What follows belongs to an exercise in optimizing a design on an open flow for small area, a short achievable clock period and few clock cycles per item; a production flow would make more cautious choices.
Where RTL was checked, it was by simulation tests only, not by an equivalence proof against the original.

== gamma ==
==> flow/design.v (excerpt) <==
module lstm_delta
(
    input  logic                     clk,
    input  logic                     xrst,
    input  logic                     in_valid,
    output logic                     in_ready,
    input  logic                     in_last,
    input  logic signed [15:0] i,
    input  logic signed [15:0] f,
    input  logic signed [15:0] o,
    input  logic signed [15:0] a,
    input  logic signed [15:0] tanh_c,
    input  logic signed [15:0] c_prev,
    input  logic signed [15:0] dh,
    input  logic signed [15:0] dc_next,
    output logic                     out_valid,
    input  logic                     out_ready,
    output logic                     out_last,
    output logic signed [15:0] di,
    output logic signed [15:0] df,
    output logic signed [15:0] do_,
    output logic signed [15:0] da,
    output logic signed [15:0] dc_prev
);
For scale: roughly 13,000 cells after synthesis, ~1,500 flip-flops, roughly 220 I/O pins, about 130,000 sq um of cells after synthesis.
clock: 12.0 ns
lec_check: 0
abc_area: 1
abc_clock_period_in_ps: 3500
cap_margin: 20
core_margin: 2
core_utilization: 55
slew_margin: 20
synth_hierarchical: 1
standard.sh (not shown) runs the stock make flow with config.mk's settings and CLKGATE_MAP_FILE= SYNTH_SCRIPT=/design/flow/synth_recipe.tcl, a recipe that flattens the netlist after the stock synthesis.
==> flow/flow/run.sh <==
#!/bin/bash
# Standard ORFS layout (the standard.sh, standard synthesis unchanged) with two
# changes to how the layout is optimised:
#  - port buffers use buf_4 instead of the default delay-buffer choice;
#  - timing repair aims for extra setup margin, so the resizer works on the
#    register-to-register paths although the 12 ns constraint is met anyway.
# The SDC (clock period, I/O delays, load) is the standard flow's, unchanged.
set -euo pipefail
bash standard.sh \
  "BUFFER_PORTS_ARGS=-buffer_cell sky130_fd_sc_hd__buf_4" \
  SETUP_SLACK_MARGIN=8.3 \
  finish > standard_flow.log 2>&1
Input changes introduced in delta (baseline for comparison: gamma):
==> flow/run.sh (new file) <==
#!/bin/bash
# synth_recipe.tcl (not shown) runs the flow's synth.tcl, then flattens the netlist and writes it again
# the make line also repeats each setting of config.mk as NAME=value (left out here)
make -C /OpenROAD-flow-scripts/flow DESIGN_CONFIG=/design/flow/config.mk WORK_HOME=/design/flow/orfs CLKGATE_MAP_FILE= SYNTH_SCRIPT=/design/flow/synth_recipe.tcl finish
removed: flow/flow/run.sh
removed: flow/standard.sh
--- outcome ---
Between delta and gamma, count of clock-buffer cells in the layout is higher for delta, gamma comes in under that. The CTS clock-pin slew for the worst setup and hold paths was comparable across delta and gamma. Comparing delta against gamma, there is no change at all in layout sequential cell count. As far as die extent in y goes, gamma and delta are indistinguishable; the numbers are identical. Between delta and gamma, slew at the pin closest to its max-slew limit is lower for gamma, delta comes in above that.
No run of this note included a check of the RTL's function; only the layout flow was run.

---

## build 32
Another version of the RTL of lstm_delta (not shown whole).
For scale: about 1500 flip-flops, ~220 I/O pins, about 130000 µm² of cells after synthesis.
==> flow/config.mk <==
export PLATFORM = sky130hd
export DESIGN_NAME = lstm_delta
export DESIGN_NICKNAME = lstm_delta
export VERILOG_FILES = /design/flow/design.v
export SDC_FILE = /design/flow/constraint.sdc
export NUM_CORES = 4
export LEC_CHECK = 0
export ABC_AREA = 1
export ABC_CLOCK_PERIOD_IN_PS = 3500
export CAP_MARGIN = 20
export CORE_MARGIN = 2
export CORE_UTILIZATION = 65
export CTS_CLUSTER_DIAMETER = 100
export CTS_CLUSTER_SIZE = 22
export SLEW_MARGIN = 20
export SYNTH_HIERARCHICAL = 1
export TNS_END_PERCENT = 0
==> flow/constraint.sdc <==
create_clock -name core_clock -period 12.0 [get_ports {clk}]
set_input_delay 2.4000 -clock core_clock [delete_from_list [all_inputs] [get_ports {clk}]]
set_output_delay 2.4000 -clock core_clock [all_outputs]
set_load 0.01 [all_outputs]
==> flow/flow/run.sh <==
#!/bin/bash
# Standard ORFS layout (the standard.sh, standard synthesis unchanged) with two
# changes to how the layout is optimised:
#  - port buffers use buf_4 instead of the default delay-buffer choice;
#  - timing repair aims for extra setup margin, so the resizer works on the
#    register-to-register paths although the 12 ns constraint is met anyway.
# The SDC (clock period, I/O delays, load) is the standard flow's, unchanged.
set -euo pipefail
bash standard.sh \
  "BUFFER_PORTS_ARGS=-buffer_cell sky130_fd_sc_hd__buf_4" \
  SETUP_SLACK_MARGIN=8.3 \
  finish > standard_flow.log 2>&1
Build 32 reached the final stage; the timing, design-rule and antenna checks on its layout passed.
Testbench counts of build 32, summed over its fixed seeds: cycles 8,056, items 8,000.
Inputs modified between build 32 and build 25:
-- flow/flow/run.sh --
<<< build 32, line 10
  "BUFFER_PORTS_ARGS=-buffer_cell sky130_fd_sc_hd__buf_4" \
  SETUP_SLACK_MARGIN=8.3 \
  finish > standard_flow.log 2>&1
>>> build 25, line 10
  "BUFFER_PORTS_ARGS=-buffer_cell sky130_fd_sc_hd__buf_4" \
  SETUP_SLACK_MARGIN=8.05 \
  finish > standard_flow.log 2>&1
-- flow/config.mk --
<<< build 32, line 16
export SYNTH_HIERARCHICAL = 1
export TNS_END_PERCENT = 0
>>> build 25, line 16
export SYNTH_HIERARCHICAL = 1
## What came out
Of the two values seen for worst setup path startpoint, s4_dc_enc[10] was produced by build 25 and s4_ia[7] by build 32.
Status: maximum frequency parity (build 25, build 32)
Global-route wire length before repair essentially unchanged between build 25 and build 32.
As far as register-to-register slack is concerned, build 32 and build 25 perform about the same.
What build 77 does differently from build 25 at the input level:
-- flow/config.mk --
<<< build 25, line 14
export CTS_CLUSTER_SIZE = 22
export SLEW_MARGIN = 20
>>> build 77, line 14
export CTS_CLUSTER_SIZE = 22
export GPL_TIMING_DRIVEN = 1
export SLEW_MARGIN = 20
## What came out
From build 25 to build 77 the numbers moved as follows: instance count after placement with tap cells included now sits at about the same level, count of H-tree levels built during CTS now sits at about the same level, number of clock-tree buffers in the layout now sits at about the same level, routed wire length now sits at about the same level.

---

Starting RTL as in the previous note.
## lstm_delta
module lstm_delta
(
    input  logic                     clk,
    input  logic                     xrst,
    input  logic                     in_valid,
    output logic                     in_ready,
    input  logic                     in_last,
    input  logic signed [15:0] i,
    input  logic signed [15:0] f,
    input  logic signed [15:0] o,
    input  logic signed [15:0] a,
    input  logic signed [15:0] tanh_c,
    input  logic signed [15:0] c_prev,
    input  logic signed [15:0] dh,
    input  logic signed [15:0] dc_next,
    output logic                     out_valid,
    input  logic                     out_ready,
    output logic                     out_last,
    output logic signed [15:0] di,
    output logic signed [15:0] df,
    output logic signed [15:0] do_,
    output logic signed [15:0] da,
    output logic signed [15:0] dc_prev
);
Settings: LEC_CHECK=0, ABC_AREA=1, ABC_CLOCK_PERIOD_IN_PS=3500, CAP_MARGIN=20, CORE_MARGIN=2, CORE_UTILIZATION=65, CTS_CLUSTER_DIAMETER=100, CTS_CLUSTER_SIZE=22, SLEW_MARGIN=20, SYNTH_HIERARCHICAL=1; clock period 12.0 ns.
==> flow/flow/run.sh <==
#!/bin/bash
# Standard ORFS layout (the standard.sh, standard synthesis unchanged) with two
# changes to how the layout is optimised:
#  - port buffers use buf_4 instead of the default delay-buffer choice;
#  - timing repair aims for extra setup margin, so the resizer works on the
#    register-to-register paths although the 12 ns constraint is met anyway.
# The SDC (clock period, I/O delays, load) is the standard flow's, unchanged.
set -euo pipefail
bash standard.sh \
  "BUFFER_PORTS_ARGS=-buffer_cell sky130_fd_sc_hd__buf_4" \
  SETUP_SLACK_MARGIN=8.3 \
  finish > standard_flow.log 2>&1
Testbench counts at the start, summed over its fixed seeds: cycles 8,056, items 8,000.
Rerun with:
CTS_CLUSTER_DIAMETER = not set   (was 100)
CTS_CLUSTER_SIZE = not set   (was 22)
Worst setup slack loses 0.032 ns.
Final area went up by 1.7%.
Non-clock buffer count drops by 40.
Rerun with:
--- a/flow/flow/run.sh
+++ b/flow/flow/run.sh
@@ -10,3 +10,3 @@
   "BUFFER_PORTS_ARGS=-buffer_cell sky130_fd_sc_hd__buf_4" \
-  SETUP_SLACK_MARGIN=8.3 \
+  SETUP_SLACK_MARGIN=8.05 \
   finish > standard_flow.log 2>&1
CORE_UTILIZATION = 70   (was 65)
CTS_CLUSTER_DIAMETER = 100   (was not set)
CTS_CLUSTER_SIZE = 22   (was not set)
Wire length came out lower by 2.9%.
First-iteration DRC count came out lower by 1.5%.
Sequential share of layout area came out higher by 1.7 points.
Worst setup slack degrades by 0.082 ns.

==> afterwards: timing with drivers on the ports <==
The results above use ideal ports. As a check the final layouts listed here were re-extracted and re-timed, cells and wires unchanged.
Step 1 assumes that a clkbuf_16 drives the clock port and a buf_2 every other input.
Step 2 also shifts input and output timing later by t, the mid clock arrival at the registers, as if the neighbouring blocks saw the same clock.
Slacks: no drivers / after step 1 / after step 2; pairs: no drivers / after step 1.
run | shift t [ns] | setup slack, ns | worst register clock-pin slew, ns
gamma | 0.917 | 7.850 / 7.751 / 7.708 | 0.07 / 0.07
delta | 0.909 | 7.095 / 7.000 / 7.126 | 0.07 / 0.07
build 32 | 0.858 | 8.081 / 8.059 / 7.756 | 0.10 / 0.10
build 25 | 0.859 | 8.073 / 8.046 / 7.768 | 0.10 / 0.10
build 77 | 0.859 | 8.073 / 8.046 / 7.768 | 0.10 / 0.10
the first run of note 3 | 0.853 | 8.140 / 8.051 / 7.764 | 0.10 / 0.10
the second run of note 3 | 0.901 | 8.108 / 8.019 / 7.754 | 0.07 / 0.07
the third run of note 3 | 0.866 | 8.026 / 8.010 / 7.779 | 0.11 / 0.11
After both steps every run listed still meets setup and hold. The setup slack of the first run of note 3, which loses most, moves by -0.089 ns with the drivers and by -0.376 ns with both steps.
